Context: an optimization exercise on an open-source flow, tuned for small area. The choices shown serve that exercise and are no tape-out recipe. Function was checked by simulation only, so behaviour that the tests miss may differ from the original. No activity file was given, so power comes from the tool's default toggle rates.

==> flow/design.v <==
package motion_pkg;
  localparam int num_motors = 2;
  localparam int word_bits  = 64;
  localparam int acc_bits   = 16;   
  localparam int dur_bits   = 16;   
  localparam int op_bits    = 8;
  localparam int free_bits  = 4;
endpackage
`timescale 1ns/1ps
module motion_core (
  input  logic       buffered_clk,
  input  logic       resetn_in,
  input  logic       sck,
  input  logic       cs_n,
  input  logic       copi,
  output logic       cipo,
  output logic [1:0] step,
  output logic [1:0] dir,
  output logic [1:0] enable_out,
  output logic       buffer_dtr,
  output logic       move_done
);
  logic rst;
  always_ff @(posedge buffered_clk) begin
    rst <= ~resetn_in;
  end
  logic [2:0]  sck_s;
  logic [2:0]  cs_s;
  logic        sck_rise, sck_fall, cs_rise, cs_fall;
  logic [63:0] rx;           
  logic [6:0]  bit_cnt;      
  logic [3:0]  rise_d;       
  logic        cnt64;
  logic        dec;          
  logic [7:0]  op;
  assign sck_rise = sck_s[1] & ~sck_s[2];
  assign sck_fall = ~sck_s[1] & sck_s[2];
  assign cs_rise  = cs_s[1] & ~cs_s[2];
  assign cs_fall  = ~cs_s[1] & cs_s[2];
  assign cnt64    = bit_cnt[6];
  assign dec      = rise_d[3] & cnt64;
  assign op       = rx[63:56];
  always_ff @(posedge buffered_clk) begin
    sck_s <= {sck_s[1:0], sck};
    cs_s  <= {cs_s[1:0], cs_n};
  end
  always_ff @(posedge buffered_clk) begin
    rise_d <= {rise_d[2:0], cs_rise};
    if (sck_rise) begin
      rx <= {rx[62:0], copi};
    end
  end
  always_ff @(posedge buffered_clk) begin
    if (rst || cs_fall) begin
      bit_cnt <= '0;
    end else if (sck_fall && !cnt64) begin
      bit_cnt <= bit_cnt + 7'd1;
    end
  end
  logic       push;
  logic [7:0] last_op;
  logic [7:0] moves_done;
  logic [3:0] md_wait;
  logic       overflow;
  logic       move_complete;
  logic       full;
  logic       is_enable, is_move, is_clear;
  assign is_enable = op == 8'h01;
  assign is_move   = op == 8'h02;
  assign is_clear  = op == 8'h03;
  always_ff @(posedge buffered_clk) begin
    push <= dec & is_move & ~full;
  end
  always_ff @(posedge buffered_clk) begin
    if (rst) begin
      last_op <= '0;
    end else if (dec) begin
      last_op <= op;
    end
  end
  always_ff @(posedge buffered_clk) begin
    if (rst) begin
      enable_out <= '0;
      moves_done <= '0;
      md_wait    <= '0;
      overflow   <= 1'b0;
    end else begin
      if (dec & is_enable) begin
        enable_out <= rx[49:48];
      end
      if (dec & is_clear) begin
        moves_done <= '0;
        md_wait    <= '0;
      end else if (cs_s[1]) begin
        if (move_complete || md_wait != '0) begin
          moves_done <= moves_done + 8'd1;
        end
        if (md_wait != '0 && !move_complete) begin
          md_wait <= md_wait - 4'd1;
        end
      end else if (move_complete) begin
        md_wait <= md_wait + 4'd1;
      end
      if (dec & is_clear) begin
        overflow <= 1'b0;
      end else if (dec & is_move & full) begin
        overflow <= 1'b1;
      end
    end
  end
  logic [49:0] ring [8];
  logic [2:0]  wr_rel, rd_rel;
  logic        empty;
  logic        pop;
  logic        pend;         
  logic        wr_now;
  logic [3:0]  free_slots;
  logic [49:0] head;
  logic        ld;
  assign empty      = (wr_rel == rd_rel) & ~full;
  assign free_slots = {empty, rd_rel - wr_rel};
  assign wr_now     = ((wr_rel == 3'd0) & ~full) | (pend & (wr_rel == 3'd1));
  logic [7:0]  rsel;
  always_comb begin
    for (int i = 0; i < 8; i++) begin
      rsel[i] = ld & (rd_rel == 3'(i));
    end
    head = '0;
    for (int i = 0; i < 8; i++) begin
      head = head | ({50{rsel[i]}} & ring[i]);
    end
  end
  always_ff @(posedge buffered_clk) begin
    pend <= push | (pend & (wr_rel != 3'd1));
  end
  always_ff @(posedge buffered_clk) begin
    for (int i = 0; i < 7; i++) begin
      ring[i] <= ring[i+1];
    end
    ring[7] <= wr_now ? rx[49:0] : ring[0];
  end
  always_ff @(posedge buffered_clk) begin
    if (rst) begin
      wr_rel <= '0;
      rd_rel <= '0;
      full   <= 1'b0;
    end else begin
      wr_rel <= wr_rel - {2'b0, ~push};
      rd_rel <= rd_rel - {2'b0, ~pop};
      if (pop) begin
        full <= 1'b0;
      end else if (push && (wr_rel + 3'd1) == rd_rel) begin
        full <= 1'b1;
      end
    end
  end
  logic [2:0]  st;
  logic [15:0] rem;
  logic [15:0] inc0, inc1, acc0, acc1;
  logic [4:0]  s0, s1;
  logic [3:0]  r_nib;
  logic        c0, c1;       
  logic        b_in, bw;     
  logic        zf;           
  logic        tick, running, chk, rem_last;
  assign ld       = st == 3'b001;
  assign tick     = st == 3'b111;
  assign running  = st[2] | st[1];
  assign pop      = st == 3'b010;
  assign chk      = st[1] & st[0];
  assign s0       = {1'b0, acc0[3:0]} + {1'b0, inc0[3:0]} + {4'b0, c0};
  assign s1       = {1'b0, acc1[3:0]} + {1'b0, inc1[3:0]} + {4'b0, c1};
  assign step     = {tick & s1[4], tick & s0[4]};
  assign b_in     = (st[1:0] == 2'b00) | bw;
  assign r_nib    = rem[3:0] - {3'b0, b_in};
  assign rem_last = st[2] ? (zf & (r_nib == '0)) : (rem == '0);
  assign move_complete = chk & rem_last;
  always_ff @(posedge buffered_clk) begin
    inc0 <= {head[39:32], head[47:40]} | ({16{~ld}} & {inc0[3:0], inc0[15:4]});
    inc1 <= {head[23:16], head[31:24]} | ({16{~ld}} & {inc1[3:0], inc1[15:4]});
    rem  <= {head[7:0], head[15:8]} | ({16{~ld}} & {st[2] ? r_nib : rem[3:0], rem[15:4]});
    acc0 <= {st[2] ? s0[3:0] : 4'b0, acc0[15:4]};
    acc1 <= {st[2] ? s1[3:0] : 4'b0, acc1[15:4]};
    c0   <= st[2] & ~chk & s0[4];
    c1   <= st[2] & ~chk & s1[4];
    bw   <= b_in & (rem[3:0] == '0);
    zf   <= ((st[1:0] == 2'b00) | zf) & (r_nib == '0);
  end
  always_ff @(posedge buffered_clk) begin
    if (rst) begin
      st  <= 3'b000;
      dir <= '0;
    end else begin
      dir <= head[49:48] | ({2{~ld}} & dir);
      if ((st == 3'b000 && empty) || move_complete) begin
        st <= 3'b000;
      end else if (tick) begin
        st <= 3'b100;
      end else begin
        st <= st + 3'd1;
      end
    end
  end
  assign buffer_dtr = ~full;
  assign move_done  = empty & ~running;
  logic [3:0] free_snap;
  logic       busy_snap;
  logic [63:0] status;
  always_ff @(posedge buffered_clk) begin
    if (cs_fall) begin
      free_snap <= free_slots;
      busy_snap <= running;
    end
  end
  assign status = {last_op, 40'd0, moves_done, free_snap, overflow, busy_snap, enable_out};
  assign cipo   = ~cnt64 & status[~bit_cnt[5:0]];
endmodule
clock: 10.0 ns
lec_check: 0
cap_margin: 20
core_margin: 2
core_utilization: 40
cts_buf_list: sky130_fd_sc_hd__clkbuf_8
cts_cluster_diameter: 50
cts_cluster_size: 16
slew_margin: 20
standard.sh (not shown) runs the stock make flow with config.mk's settings and CLKGATE_MAP_FILE= SYNTH_SCRIPT=/design/flow/synth_recipe.tcl, a recipe that flattens the netlist after the stock synthesis.
==> flow/flow/run.sh <==
#!/bin/bash
set -euo pipefail
export CTS_ARGS="-sink_clustering_enable -repair_clock_nets -sink_clustering_size 16 -sink_clustering_max_diameter 50 -buf_list sky130_fd_sc_hd__clkbuf_8 -dont_use_dummy_load"
export BUFFER_PORTS_ARGS="-buffer_cell sky130_fd_sc_hd__buf_1"
bash standard.sh > flow_make.log 2>&1
The baseline finished with timing, DRC and antenna clean.
==> next run, changes <==
--- a/flow/design.v
+++ b/flow/design.v
@@ -60,7 +60,6 @@
   logic       push;
   logic [7:0] last_op;
   logic [7:0] moves_done;
-  logic [3:0] md_wait;
   logic       overflow;
   logic       move_complete;
   logic       full;
@@ -82,7 +81,6 @@
     if (rst) begin
       enable_out <= '0;
       moves_done <= '0;
-      md_wait    <= '0;
       overflow   <= 1'b0;
     end else begin
       if (dec & is_enable) begin
@@ -90,16 +88,8 @@
       end
       if (dec & is_clear) begin
         moves_done <= '0;
-        md_wait    <= '0;
-      end else if (cs_s[1]) begin
-        if (move_complete || md_wait != '0) begin
-          moves_done <= moves_done + 8'd1;
-        end
-        if (md_wait != '0 && !move_complete) begin
-          md_wait <= md_wait - 4'd1;
-        end
       end else if (move_complete) begin
-        md_wait <= md_wait + 4'd1;
+        moves_done <= moves_done + 8'd1;
       end
       if (dec & is_clear) begin
         overflow <= 1'b0;
@@ -203,15 +193,17 @@
   end
   assign buffer_dtr = ~full;
   assign move_done  = empty & ~running;
+  logic [7:0] md_snap;
   logic [3:0] free_snap;
   logic       busy_snap;
   logic [63:0] status;
   always_ff @(posedge buffered_clk) begin
     if (cs_fall) begin
+      md_snap   <= moves_done;
       free_snap <= free_slots;
       busy_snap <= running;
     end
   end
-  assign status = {last_op, 40'd0, moves_done, free_snap, overflow, busy_snap, enable_out};
+  assign status = {last_op, 40'd0, md_snap, free_snap, overflow, busy_snap, enable_out};
   assign cipo   = ~cnt64 & status[~bit_cnt[5:0]];
 endmodule
After rerunning:
- register-to-register slack improves by 120 ps
- power stays flat
- clock skew went up by 43 ps
- sequential cell count went up by 4
- worst setup slack improves by 13 ps
- non-clock buffer count went down by 3
- global-route usage went down by 0.31 points
- final cell count went down by about 0.8%
- sequential share of layout area went up by 0.85 points
- via count went down by 1.1%
- clock-buffer cell count went up by 2
- routed wire length went up by about 1.2%

==> re-timing with driven ports <==
How much do the figures lean on ideal ports? The routed layouts below were timed once more, with nothing changed but the port constraints.
Step 1, drivers: a clkbuf_16 drives buffered_clk and a buf_2 each remaining input, both assumed.
Step 2 also shifts input and output timing later by t, the mid clock arrival at the registers, as if the neighbouring blocks saw the same clock.
Three values: no drivers, after step 1, after step 2; two values: the first two.
run	t, ns	slack for setup (ns)	worst register clock-pin slew, ns
the first run	0.624	5.368 / 5.315 / 5.939	0.10 / 0.10
the second run	0.662	5.381 / 5.326 / 5.988	0.10 / 0.10
After both steps setup and hold are still met in every run listed.
